Source: an optimization exercise on an open RTL-to-GDS flow (aim: small area, a short achievable clock period and few clock cycles). Production flows keep margins and buffers that such runs may drop. The RTL was checked by simulation tests, not by an equivalence proof against the original design. No activity file was given, so power comes from the tool's default toggle rates.

Setup of onyx:
==> flow/design.v <==
package mfu_pkg;
   localparam int DATA_W   = 32;
   localparam int RSV_ID_W = 4;
   localparam int INSTR_W  = 5;
   localparam logic [INSTR_W-1:0] I_LOAD   = 5'h08;
   localparam logic [INSTR_W-1:0] I_LOADB  = 5'h09;    
   localparam logic [INSTR_W-1:0] I_LOADR  = 5'h0a;
   localparam logic [INSTR_W-1:0] I_INPUT  = 5'h0b;    
   localparam logic [INSTR_W-1:0] I_STORE  = 5'h0c;
   localparam logic [INSTR_W-1:0] I_STOREB = 5'h0d;
   localparam logic [INSTR_W-1:0] I_STORER = 5'h0e;
   localparam logic [INSTR_W-1:0] I_OUTPUT = 5'h0f;
   localparam int SB_DEPTH   = 4;
   localparam int SB_PTR_W   = 2;
   localparam int OS_DEPTH   = 4;
   localparam int OS_PTR_W   = 2;
   localparam int AQ_DEPTH_W = 2;
   localparam int CDB_W    = RSV_ID_W + DATA_W;                    
   localparam int OPND_W   = RSV_ID_W + DATA_W + 1;                
   localparam int ISSUE_W  = RSV_ID_W + INSTR_W + 3 * OPND_W;      
   localparam int AENT_W   = RSV_ID_W + INSTR_W + DATA_W;          
   localparam int COMMIT_W = RSV_ID_W + 1;                         
   localparam int MREQ_W   = RSV_ID_W + INSTR_W + 2 * DATA_W;      
   function automatic logic is_store(input logic [INSTR_W-1:0] op);
      is_store = (op == I_STORE) || (op == I_STOREB) || (op == I_STORER) || (op == I_OUTPUT);
   endfunction
   function automatic logic is_load(input logic [INSTR_W-1:0] op);
      is_load = (op == I_LOAD) || (op == I_LOADB) || (op == I_LOADR) || (op == I_INPUT);
   endfunction
   function automatic logic is_minus(input logic [INSTR_W-1:0] op);
      is_minus = (op == I_LOADB) || (op == I_STOREB);
   endfunction
   function automatic logic [OPND_W-1:0] capture(input logic [OPND_W-1:0] op,
                                                 input logic [CDB_W-1:0] cdb,
                                                 input logic cdb_valid);
      capture = op;
      if (cdb_valid && !op[0] && op[OPND_W-1 -: RSV_ID_W] == cdb[CDB_W-1 -: RSV_ID_W]) begin
         capture = {op[OPND_W-1 -: RSV_ID_W], cdb[DATA_W-1:0], 1'b1};
      end
   endfunction
endpackage
module memory_functional_unit #(
   parameter int NS = 2,     
   parameter int NQ = 1,     
   parameter int EXCL = 0,
   parameter int GOSAFE = 0
) (
   input  logic         clk,
   input  logic         nrst,
   input  logic [119:0] i_issue,
   input  logic         i_issue_valid,
   output logic         o_issue_ready,
   input  logic [35:0]  i_cdb,
   input  logic         i_cdb_valid,
   input  logic [4:0]   i_commit,
   input  logic         i_commit_valid,
   output logic [35:0]  o_cdb,
   output logic         o_cdb_valid,
   input  logic         i_cdb_ready,
   output logic [72:0]  o_mem,
   output logic         o_mem_valid,
   input  logic         i_mem_ready
);
   localparam int SW = (NS > 4) ? 3 : (NS > 2) ? 2 : 1;                 
   localparam int PW = (NS > 4) ? 4 : (NS > 2) ? 3 : (NS > 1) ? 2 : 1;  
   localparam int QW = (NQ > 4) ? 3 : (NQ > 2) ? 2 : 1;
   logic [3:0]  is_rob;
   logic        is_st;
   logic [1:0]  is_lo;
   logic [36:0] is_base, is_off, is_data;
   assign is_rob  = i_issue[119:116];
   assign is_st   = i_issue[113];
   assign is_lo   = i_issue[112:111];
   assign is_base = i_issue[110:74];
   assign is_off  = i_issue[73:37];
   assign is_data = i_issue[36:0];
   logic [3:0]  cdb_tag;
   logic [31:0] cdb_val;
   assign cdb_tag = i_cdb[35:32];
   assign cdb_val = i_cdb[31:0];
   logic [3:0]  sb_rob   [NS];
   logic [1:0]  sb_lo    [NS];
   logic [31:0] sb_addr  [NS];
   logic [31:0] sb_data  [NS];
   logic [3:0]  sb_dtag  [NS];
   logic        sb_dfill [NS];
   logic        sb_pend  [NS];    
   logic        sb_aok   [NS];    
   logic        sb_live  [NS];    
   logic        sb_canc  [NS];    
   logic [PW-1:0] sb_head, sb_tail, sb_cptr;    
   logic [SW-1:0] hd, tl, cp;
   assign hd = (NS > 1) ? sb_head[SW-1:0] : '0;
   assign tl = (NS > 1) ? sb_tail[SW-1:0] : '0;
   assign cp = (NS > 1) ? sb_cptr[SW-1:0] : '0;
   logic [3:0]    q_rob  [NQ];
   logic          q_st   [NQ];
   logic [1:0]    q_lo   [NQ];
   logic [36:0]   q_base [NQ];
   logic [36:0]   q_off  [NQ];
   logic [SW-1:0] q_sbi  [NQ];
   logic [QW-1:0] q_head, q_tail;
   logic [QW:0]   q_cnt;
   logic [QW-1:0] qh;
   assign qh = (NQ > 1) ? q_head : '0;
   logic          a_valid;
   logic [3:0]    a_rob;
   logic          a_st;
   logic [1:0]    a_lo;
   logic [31:0]   a_addr;
   logic [SW-1:0] a_sbi;
   logic          a_off;      
   logic          fr_valid;       
   logic [3:0]    fr_rob;
   logic [SW-1:0] fr_idx;
   logic          st_held;        
   logic [NS-1:0] a_hit;
   logic          a_any;
   logic [SW-1:0] a_hidx;
   logic          a_ld;
   assign a_ld = a_valid && !a_st;
   always_comb begin
      a_any  = 1'b0;
      a_hidx = '0;
      for (int e = 0; e < NS; e++) begin
         a_hit[e] = sb_live[e] && sb_addr[e] == a_addr
                    && !(EXCL == 0 && !sb_pend[e] && tl == e[SW-1:0]);
         if (a_hit[e]) begin
            a_any  = 1'b1;
            a_hidx = e[SW-1:0];
         end
      end
   end
   logic st_ok, st_cand, st_drop, sel_st, ld_offer, mem_take_st, mem_take_ld;
   logic cdb_take, fr_free, a_fwd, a_go;
   assign st_ok   = sb_pend[hd] && (sb_cptr != sb_head) && sb_aok[hd];
   assign st_cand = st_ok && !sb_canc[hd] && sb_dfill[hd];
   assign st_drop = st_ok && sb_canc[hd];
   assign sel_st  = st_cand && (st_held || !a_ld);
   assign ld_offer = a_ld && (!a_any || a_off) && !sel_st;
   assign mem_take_st = sel_st && i_mem_ready;
   assign mem_take_ld = ld_offer && i_mem_ready;
   assign o_mem_valid = sel_st || ld_offer;
   assign o_mem = sel_st ? {sb_rob[hd], 3'b011, sb_lo[hd], sb_addr[hd], sb_data[hd]}
                         : {a_rob, 3'b010, a_lo, a_addr, sb_data[hd]};
   assign o_cdb_valid = fr_valid && sb_dfill[fr_idx];
   assign o_cdb       = {fr_rob, sb_data[fr_idx]};
   assign cdb_take    = o_cdb_valid && i_cdb_ready;
   assign fr_free     = !fr_valid || cdb_take;
   assign a_fwd = a_ld && a_any && !a_off && fr_free;
   assign a_go  = a_valid && (a_st || mem_take_ld || a_fwd);
   logic          qh_ready, q_pop, q_empty, q_full, bypass;
   logic [31:0]   qh_addr;
   assign q_empty  = (q_cnt == 0);
   assign q_full   = (q_cnt == NQ);
   assign qh_ready = !q_empty && q_base[qh][0] && q_off[qh][0];
   assign qh_addr  = (q_lo[qh] == 2'b01) ? q_base[qh][32:1] - q_off[qh][32:1]
                                         : q_base[qh][32:1] + q_off[qh][32:1];
   assign q_pop    = qh_ready && (!a_valid || a_go);
   logic sb_can_alloc, accept, alloc;
   logic a_go_safe, q_pop_safe;
   assign sb_can_alloc  = !sb_pend[tl] && !(fr_valid && fr_idx == tl)
                          && !(EXCL == 1 && a_ld && !a_off && sb_live[tl]);
   assign a_go_safe     = a_st || (GOSAFE == 1 && a_off && !sel_st && i_mem_ready);
   assign q_pop_safe    = qh_ready && (!a_valid || a_go_safe);
   assign o_issue_ready = (!q_full || q_pop_safe) && (sb_can_alloc || !is_st);
   assign accept = i_issue_valid && o_issue_ready;
   assign alloc  = accept && is_st;
   assign bypass = accept && q_empty && is_base[0] && is_off[0] && (!a_valid || a_go);
   logic [31:0] is_addr;
   assign is_addr = (is_lo == 2'b01) ? is_base[32:1] - is_off[32:1] : is_base[32:1] + is_off[32:1];
   logic commit_st;
   assign commit_st = i_commit_valid && (sb_cptr != sb_tail) && sb_rob[cp] == i_commit[4:1];
   always_ff @(posedge clk) begin
      if (nrst) begin
         for (int e = 0; e < NS; e++) begin
            sb_pend[e] <= 1'b0;
            sb_live[e] <= 1'b0;
         end
         sb_head  <= '0;
         sb_tail  <= '0;
         sb_cptr  <= '0;
         q_head   <= '0;
         q_tail   <= '0;
         q_cnt    <= '0;
         a_valid  <= 1'b0;
         fr_valid <= 1'b0;
         st_held  <= 1'b0;
      end else begin
         for (int e = 0; e < NS; e++) begin
            if (i_cdb_valid && !sb_dfill[e] && sb_dtag[e] == cdb_tag) begin
               sb_data[e]  <= cdb_val;
               sb_dfill[e] <= 1'b1;
            end
         end
         for (int j = 0; j < NQ; j++) begin
            if (i_cdb_valid && !q_base[j][0] && q_base[j][36:33] == cdb_tag) begin
               q_base[j][32:0] <= {cdb_val, 1'b1};
            end
            if (i_cdb_valid && !q_off[j][0] && q_off[j][36:33] == cdb_tag) begin
               q_off[j][32:0] <= {cdb_val, 1'b1};
            end
         end
         if (alloc) begin
            sb_rob[tl]   <= is_rob;
            sb_lo[tl]    <= is_lo;
            sb_dtag[tl]  <= is_data[36:33];
            sb_data[tl]  <= is_data[32:1];
            sb_dfill[tl] <= is_data[0];
            if (i_cdb_valid && !is_data[0] && is_data[36:33] == cdb_tag) begin
               sb_data[tl]  <= cdb_val;
               sb_dfill[tl] <= 1'b1;
            end
            sb_pend[tl] <= 1'b1;
            sb_aok[tl]  <= 1'b0;
            sb_canc[tl] <= 1'b0;
            sb_live[tl] <= 1'b0;
            sb_tail     <= PW'(sb_tail + 1'b1);
         end
         if (accept && !bypass) begin
            q_rob[q_tail]  <= is_rob;
            q_st[q_tail]   <= is_st;
            q_lo[q_tail]   <= is_lo;
            q_sbi[q_tail]  <= tl;
            q_base[q_tail] <= is_base;
            q_off[q_tail]  <= is_off;
            if (i_cdb_valid && !is_base[0] && is_base[36:33] == cdb_tag) begin
               q_base[q_tail][32:0] <= {cdb_val, 1'b1};
            end
            if (i_cdb_valid && !is_off[0] && is_off[36:33] == cdb_tag) begin
               q_off[q_tail][32:0] <= {cdb_val, 1'b1};
            end
            q_tail <= (NQ > 1) ? QW'(q_tail + 1'b1) : '0;
         end
         if (q_pop) begin
            q_head <= (NQ > 1) ? QW'(q_head + 1'b1) : '0;
         end
         q_cnt <= q_cnt + (accept && !bypass) - q_pop;
         if (q_pop) begin
            a_rob  <= q_rob[qh];
            a_st   <= q_st[qh];
            a_lo   <= q_lo[qh];
            a_addr <= qh_addr;
            a_sbi  <= q_sbi[qh];
         end else if (bypass) begin
            a_rob  <= is_rob;
            a_st   <= is_st;
            a_lo   <= is_lo;
            a_addr <= is_addr;
            a_sbi  <= tl;
         end
         if (q_pop || bypass) begin
            a_valid <= 1'b1;
            a_off   <= 1'b0;
         end else begin
            if (a_go) begin
               a_valid <= 1'b0;
            end
            if (ld_offer && !i_mem_ready) begin
               a_off <= 1'b1;
            end
         end
         if (a_valid && a_st) begin
            for (int e = 0; e < NS; e++) begin
               if (a_hit[e]) begin
                  sb_live[e] <= 1'b0;
               end
            end
            sb_addr[a_sbi] <= a_addr;
            sb_aok[a_sbi]  <= 1'b1;
            sb_live[a_sbi] <= 1'b1;
         end
         if (a_fwd) begin
            fr_rob   <= a_rob;
            fr_idx   <= a_hidx;
            fr_valid <= 1'b1;
         end else if (cdb_take) begin
            fr_valid <= 1'b0;
         end
         if (commit_st) begin
            sb_canc[cp] <= i_commit[0];
            sb_cptr     <= PW'(sb_cptr + 1'b1);
         end
         if (mem_take_st || st_drop) begin
            sb_pend[hd] <= 1'b0;
            sb_head     <= PW'(sb_head + 1'b1);
         end
         if (st_drop) begin
            sb_live[hd] <= 1'b0;
         end
         st_held <= sel_st && !i_mem_ready;
      end
   end
endmodule
Settings: LEC_CHECK=0, CAP_MARGIN=20, CORE_MARGIN=2, CORE_UTILIZATION=40, SETUP_SLACK_MARGIN=0.2, SLEW_MARGIN=20; clock period 7.0 ns.
run.sh (not shown) runs the stock make flow with config.mk's settings and CLKGATE_MAP_FILE= SYNTH_SCRIPT=/design/flow/synth_recipe.tcl, a recipe that flattens the netlist after the stock synthesis.
onyx finished all stages; the layout is clean.
Testbench counts of onyx, summed over its fixed seeds: cycles 9,350.
#### Input delta (harbor over onyx)
diff --git a/flow/design.v b/flow/design.v
--- a/flow/design.v
+++ b/flow/design.v
@@ -39,13 +39,11 @@
       end
    endfunction
 endpackage
 module memory_functional_unit #(
    parameter int NS = 2,     
-   parameter int NQ = 1,     
-   parameter int EXCL = 0,
-   parameter int GOSAFE = 0
+   parameter int NQ = 1      
 ) (
    input  logic         clk,
    input  logic         nrst,
    input  logic [119:0] i_issue,
    input  logic         i_issue_valid,
@@ -122,11 +120,11 @@
    always_comb begin
       a_any  = 1'b0;
       a_hidx = '0;
       for (int e = 0; e < NS; e++) begin
          a_hit[e] = sb_live[e] && sb_addr[e] == a_addr
-                    && !(EXCL == 0 && !sb_pend[e] && tl == e[SW-1:0]);
+                    && !(i_issue_valid && is_st && !sb_pend[e] && tl == e[SW-1:0]);
          if (a_hit[e]) begin
             a_any  = 1'b1;
             a_hidx = e[SW-1:0];
          end
       end
@@ -156,16 +154,12 @@
    assign qh_ready = !q_empty && q_base[qh][0] && q_off[qh][0];
    assign qh_addr  = (q_lo[qh] == 2'b01) ? q_base[qh][32:1] - q_off[qh][32:1]
                                          : q_base[qh][32:1] + q_off[qh][32:1];
    assign q_pop    = qh_ready && (!a_valid || a_go);
    logic sb_can_alloc, accept, alloc;
-   logic a_go_safe, q_pop_safe;
-   assign sb_can_alloc  = !sb_pend[tl] && !(fr_valid && fr_idx == tl)
-                          && !(EXCL == 1 && a_ld && !a_off && sb_live[tl]);
-   assign a_go_safe     = a_st || (GOSAFE == 1 && a_off && !sel_st && i_mem_ready);
-   assign q_pop_safe    = qh_ready && (!a_valid || a_go_safe);
-   assign o_issue_ready = (!q_full || q_pop_safe) && (sb_can_alloc || !is_st);
+   assign sb_can_alloc  = !sb_pend[tl] && !(fr_valid && fr_idx == tl);
+   assign o_issue_ready = (!q_full || q_pop) && sb_can_alloc;
    assign accept = i_issue_valid && o_issue_ready;
    assign alloc  = accept && is_st;
    assign bypass = accept && q_empty && is_base[0] && is_off[0] && (!a_valid || a_go);
    logic [31:0] is_addr;
    assign is_addr = (is_lo == 2'b01) ? is_base[32:1] - is_off[32:1] : is_base[32:1] + is_off[32:1];
Notes after the runs:
- Looking at sequential share of layout area, harbor sits 0.25 points higher than onyx does.
- Taking onyx as the reference, in harbor total iterations of the first detailed-routing run fell by 2, post-synth design cell area went down.
- Measured against each other, harbor and onyx differ in worst setup slack, the lower figure coming from harbor.
- onyx and harbor ended up with roughly the same overall power after layout.
- Re minimum clock period after layout: harbor and onyx aren't equal, and the lower value belongs to onyx.
- Changes observed in harbor relative to onyx: net switching power of the design now sits lower; worst path buffer plus inverter count rose by 1; critical path depth -6.
- On instance count after placement with tap cells included, the lower figure sits with harbor, not onyx.
- [compare] base=onyx new=harbor: cell area now smaller, die boundary height ~0 delta.
- A startpoint of the worst setup timing path of i_issue[50] is what onyx shows, while i_issue[113] belongs to harbor.
- Comparing harbor and onyx, the higher hold slack was measured on harbor.
- Compared with onyx, harbor shows a biggest cell delay along the critical path that is 0.03 ns higher.
Testbench counts of harbor, summed over its fixed seeds: cycles 9,894.


Setup of before:
RTL: the design.v shown in full above, as it stands there.
Settings: LEC_CHECK=0, CAP_MARGIN=20, CORE_MARGIN=2, CORE_UTILIZATION=55, SETUP_SLACK_MARGIN=3.0, SLEW_MARGIN=20; clock period 7.0 ns.
Testbench counts of before, summed over its fixed seeds: cycles 9,350.
Setup changes, before to after
--- a/flow/design.v
+++ b/flow/design.v
@@ -151,10 +151,7 @@
    assign a_go  = a_valid && (a_st || mem_take_ld || a_fwd);
    logic          qh_ready, q_pop, q_empty, q_full, bypass;
-   logic [31:0]   qh_addr;
    assign q_empty  = (q_cnt == 0);
    assign q_full   = (q_cnt == NQ);
    assign qh_ready = !q_empty && q_base[qh][0] && q_off[qh][0];
-   assign qh_addr  = (q_lo[qh] == 2'b01) ? q_base[qh][32:1] - q_off[qh][32:1]
-                                         : q_base[qh][32:1] + q_off[qh][32:1];
    assign q_pop    = qh_ready && (!a_valid || a_go);
    logic sb_can_alloc, accept, alloc;
@@ -168,6 +165,43 @@
    assign alloc  = accept && is_st;
    assign bypass = accept && q_empty && is_base[0] && is_off[0] && (!a_valid || a_go);
-   logic [31:0] is_addr;
-   assign is_addr = (is_lo == 2'b01) ? is_base[32:1] - is_off[32:1] : is_base[32:1] + is_off[32:1];
+   logic [31:0] ad_base, ad_off, ad_sum;
+   logic        ad_minus;
+   always_comb begin
+      if (!q_empty) begin
+         ad_base  = q_base[qh][32:1];
+         ad_off   = q_off[qh][32:1];
+         ad_minus = (q_lo[qh] == 2'b01);
+      end else begin
+         ad_base  = is_base[32:1];
+         ad_off   = is_off[32:1];
+         ad_minus = (is_lo == 2'b01);
+      end
+   end
+   logic [31:0] ad_b, ad_p, ad_g;
+   logic [31:0] pg_g [6];
+   logic [31:0] pg_p [6];
+   always_comb begin
+      ad_b = ad_off ^ {32{ad_minus}};
+      ad_p = ad_base ^ ad_b;
+      ad_g = ad_base & ad_b;
+      pg_g[0]    = ad_g;
+      pg_g[0][0] = ad_g[0] | (ad_p[0] & ad_minus);
+      pg_p[0]    = ad_p;
+      for (int l = 0; l < 5; l++) begin
+         for (int i = 0; i < 32; i++) begin
+            if (((i >> l) & 1) != 0) begin
+               pg_g[l+1][i] = pg_g[l][i] | (pg_p[l][i] & pg_g[l][((i >> l) << l) - 1]);
+               pg_p[l+1][i] = pg_p[l][i] & pg_p[l][((i >> l) << l) - 1];
+            end else begin
+               pg_g[l+1][i] = pg_g[l][i];
+               pg_p[l+1][i] = pg_p[l][i];
+            end
+         end
+      end
+      ad_sum[0] = ad_p[0] ^ ad_minus;
+      for (int i = 1; i < 32; i++) begin
+         ad_sum[i] = ad_p[i] ^ pg_g[5][i-1];
+      end
+   end
    logic commit_st;
    assign commit_st = i_commit_valid && (sb_cptr != sb_tail) && sb_rob[cp] == i_commit[4:1];
@@ -241,5 +275,5 @@
             a_st   <= q_st[qh];
             a_lo   <= q_lo[qh];
-            a_addr <= qh_addr;
+            a_addr <= ad_sum;
             a_sbi  <= q_sbi[qh];
          end else if (bypass) begin
@@ -247,5 +281,5 @@
             a_st   <= is_st;
             a_lo   <= is_lo;
-            a_addr <= is_addr;
+            a_addr <= ad_sum;
             a_sbi  <= tl;
          end
Notes after the runs:
- Number of fillers in the final layout: before and after compared, lower one is after
- NOTE: number of buffers added by the clock tree synthesis step in after falls short of that of before
- In after the sequential power turned out about 8% higher than in before.
- [after] maximum ir drop on the vdd rail rose about 27% relative to before
- Summary of after over before: least setup slack across all paths after layout has increased, initial antenna violation count now sits lower, count of cell instances traversed by the critical path -10, combinational share of power increased by 9.2 points relative to the old numbers, met3 demand-to-capacity share in global routing has increased.
- after: no failed stages, no open violations at the end
- Comparing before and after, final standard cell utilization of the core is higher on after.
- Relative to before, total global-route track usage has decreased by 2.4 points in after.
- Worst hold slack after final layout: before vs after, no meaningful difference
- Looking at start-to-end type of the worst setup path, the flip-flop to primary output result is from after; the input port to flip-flop one comes from before.
Testbench counts of after, summed over its fixed seeds: cycles 9,350.

-- what the ideal ports hide --
The flow's constraints put no driver on any port. The routed layouts listed below were extracted and timed again, unchanged, in two steps.
Step 1: set_driving_cell puts a clkbuf_16 on clk and a buf_2 on each other input, an assumption about the parent block.
Step 2 times the ports against the registers' clock, not the clock port: input delays grow and output delays shrink by t, the midpoint of the rising clock arrivals with the driver on.
Slacks: no drivers / after step 1 / after step 2; pairs: no drivers / after step 1.
| run | t, ns | slack for setup (ns) | worst hold slack (ns) | worst setup path after step 2 | slew at the worst register clock pin (ns) |
|---|---|---|---|---|---|
| onyx | 0.607 | 1.120 / 1.142 / 0.535 | 0.453 / 0.453 / 0.453 | input to register | 0.07 / 0.07 |
| harbor | 0.603 | 1.032 / 0.982 / 0.667 | 0.457 / 0.457 / 0.457 | input to register | 0.06 / 0.06 |
| before | 0.575 | 1.851 / 1.851 / 1.276 | 0.448 / 0.448 / 0.448 | input to register | 0.07 / 0.07 |
| after | 0.558 | 2.776 / 2.724 / 2.353 | 0.447 / 0.447 / 0.447 | input to register | 0.06 / 0.06 |
After both steps setup and hold are still met in every run listed. For onyx, which loses most, drivers alone change the setup slack by +0.022 ns; drivers and shift together by -0.585 ns.
